Context: an optimization exercise on an open-source flow, tuned for small area. The choices shown serve that exercise and are no tape-out recipe.
In this exercise RTL edits were held to simulation tests only and were not proved equivalent to the original.
No activity file was given, so power comes from the tool's default toggle rates.

Design c_subset_token_scanner, start of the top module:
module c_subset_token_scanner (
  input  logic        clk,
  input  logic        rst,
  input  logic        src_valid,
  output logic        src_ready,
  input  logic [8:0]  src_item,
  output logic        tok_valid,
  input  logic        tok_ready,
  output logic [60:0] tok_item
);
  logic        fire, push, pop, full, empty;
  logic [71:0] last_entry, head;
  assign src_ready = !full;
  cst_front u_front (
    .clk       (clk),
    .rst       (rst),
    .src_valid (src_valid),
    .src_item  (src_item),
    .full      (full),
    .fire      (fire),
    .push      (push),
    .last_entry(last_entry)
  );
  cst_queue u_queue (
    .clk       (clk),
    .rst       (rst),
    .fire      (fire),
    .push      (push),
    .last_entry(last_entry),
    .full      (full),
    .pop       (pop),
    .head      (head),
    .empty     (empty)
  );
  cst_back u_back (
    .clk      (clk),
    .rst      (rst),
    .head     (head),
    .empty    (empty),
    .pop      (pop),
    .tok_valid(tok_valid),
    .tok_ready(tok_ready),
    .tok_item (tok_item)
  );
endmodule
Size: ~1300 cells after synthesis, roughly 14000 µm² of cells after synthesis.
export LEC_CHECK = 0
export CAP_MARGIN = 20
export CORE_MARGIN = 2
export CORE_UTILIZATION = 40
export SLEW_MARGIN = 20
create_clock -name core_clock -period 8.0 [get_ports {clk}]
standard.sh (not shown) runs the stock make flow with config.mk's settings and CLKGATE_MAP_FILE= SYNTH_SCRIPT=/design/flow/synth_recipe.tcl, a recipe that flattens the netlist after the stock synthesis.
==> flow/flow/run.sh <==
#!/bin/bash
# Own layout flow: the standard flow with three changes.
#  1. After the standard synthesis, the combinational logic is mapped again
#     by ABC for area (remap.ys): each ABC script in scripts.abc is tried and
#     the netlist with the smallest cell area is kept. Every register keeps
#     the instance, name and cell the standard synthesis gave it.
#  2. Port buffers are the smallest buffer cell.
#  3. Clock tree synthesis uses larger sink clusters and no dummy loads.
# Each tool's full output goes to a log file in this folder.
set -euo pipefail
HERE=$(pwd)
R=$HERE/orfs/results/$FLOW_PLATFORM/c_subset_token_scanner/base
LIB=$FLOW_HOME/platforms/$FLOW_PLATFORM/lib/sky130_fd_sc_hd__tt_025C_1v80.lib
YOSYS=$FLOW_HOME/../tools/install/yosys/bin/yosys
[[ -x $YOSYS ]] || YOSYS=yosys

bash standard.sh synth > 1_standard_synth.log 2>&1
cp "$R/1_2_yosys.v" "$HERE/1_2_yosys_standard.v"

python3 flow/mklibs.py "$LIB" "$HERE/comb.lib" "$HERE/abc.lib" > 2_mklibs.log 2>&1

best=""; best_area=""
i=0
while IFS= read -r script; do
  [[ -z "$script" ]] && continue
  i=$((i + 1))
  printf '%s\n' "$script" > "remap_$i.abc"
  sed -e "s#@LIB@#$LIB#; s#@COMB@#$HERE/comb.lib#; s#@ABCLIB@#$HERE/abc.lib#" \
      -e "s#@IN@#$HERE/1_2_yosys_standard.v#; s#@TOP@#$FLOW_TOP#" \
      -e "s#@SCRIPT@#$HERE/remap_$i.abc#; s#@OUT@#$HERE/1_2_yosys_remap_$i.v#" \
      flow/remap.ys.in > "remap_$i.ys"
  if "$YOSYS" -l "3_remap_$i.log" "remap_$i.ys" > /dev/null 2>&1; then
    area=$(grep "Chip area" "3_remap_$i.log" | tail -1 | awk '{print $NF}')
    echo "script $i: area $area: $script" >> 3_remap_summary.log
    if [[ -n "$area" ]] && { [[ -z "$best_area" ]] || python3 -c "import sys; sys.exit(0 if float('$area') < float('$best_area') else 1)"; }; then
      best=$i; best_area=$area
    fi
  else
    echo "script $i: failed: $script" >> 3_remap_summary.log
  fi
done < flow/scripts.abc
echo "kept script $best (area $best_area)" >> 3_remap_summary.log
cp "$HERE/1_2_yosys_remap_$best.v" "$R/1_2_yosys.v"
rm -f "$R/1_synth.odb" "$R/1_synth.sdc"

export BUFFER_PORTS_ARGS="-buffer_cell sky130_fd_sc_hd__buf_1"
export CTS_ARGS="-sink_clustering_enable -repair_clock_nets -dont_use_dummy_load -sink_clustering_size 12 -sink_clustering_max_diameter 40 -buf_list {sky130_fd_sc_hd__clkbuf_4}"
bash standard.sh > 4_standard_layout.log 2>&1
Other scripts of this flow, unchanged in this note and not shown: flow/flow/mklibs.py, flow/flow/remap.ys.in, flow/flow/scripts.abc
Rerun with:
--- a/flow/flow/run.sh
+++ b/flow/flow/run.sh
@@ -47 +47 @@
-export CTS_ARGS="-sink_clustering_enable -repair_clock_nets -dont_use_dummy_load -sink_clustering_size 12 -sink_clustering_max_diameter 40 -buf_list {sky130_fd_sc_hd__clkbuf_4}"
+export CTS_ARGS="-sink_clustering_enable -repair_clock_nets -dont_use_dummy_load -sink_clustering_size 20 -sink_clustering_max_diameter 60 -buf_list {sky130_fd_sc_hd__clkbuf_4 sky130_fd_sc_hd__clkbuf_8}"
--- a/flow/config.mk
+++ b/flow/config.mk
@@ -10 +10,2 @@
-export CORE_UTILIZATION = 40
+export CORE_UTILIZATION = 50
+export PLACE_DENSITY = 0.65
Outcome: Register-to-register slack got worse by 0.09 ns; final area shrinks by 1.0%; non-clock buffer count shrinks by 16; global-route usage grows by 3.9 points; first-iteration DRC count shrinks by 11%; routed wire length shrinks by 2.8%; clock-buffer cell count shrinks by 17; sequential share of layout area grows by 0.53 points; hold slack improved by 0.014 ns; via count shrinks by 2.3%; final cell count shrinks by 5.8%.
Rerun with:
--- a/flow/config.mk
+++ b/flow/config.mk
@@ -10,2 +10,2 @@
-export CORE_UTILIZATION = 50
-export PLACE_DENSITY = 0.65
+export CORE_UTILIZATION = 40
+export GPL_TIMING_DRIVEN = 0
After rerunning: First-iteration DRC count grows by 21%. Synthesized area stays the same. Maximum frequency drops by 0.79%. Global-route usage went down by 3.4 points. Via count rose by 1.8%. Combinational power rises by 8.1%. Power increases by 3.0%. Cell count goes up by 5.2%.

## separate check: timing with driven ports
In the flow no input, the clock included, has a driving cell. The finished layouts below were timed again as built, in two steps. Step 1 sets driving cells, clkbuf_16 on the clock port and buf_2 on the other inputs (assumed; they add their load-dependent delay and slew). Step 2 moves the port delays by t, midway between the first and last clock arrival at a register: inputs arrive t later, outputs are due t later. That takes back most of the time a late clock gives input paths. a / b / c = no drivers / after step 1 / after step 2; a / b = the first two.
run	t, ns	setup WS [ns]	pins driven straight from the clock port
the first run	0.656	0.091 / 0.051 / 0.637	1
the second run	0.612	0.267 / 0.218 / 0.554	1
the third run	0.602	0.205 / 0.158 / 0.585	1
After both steps every run listed still meets setup and hold.
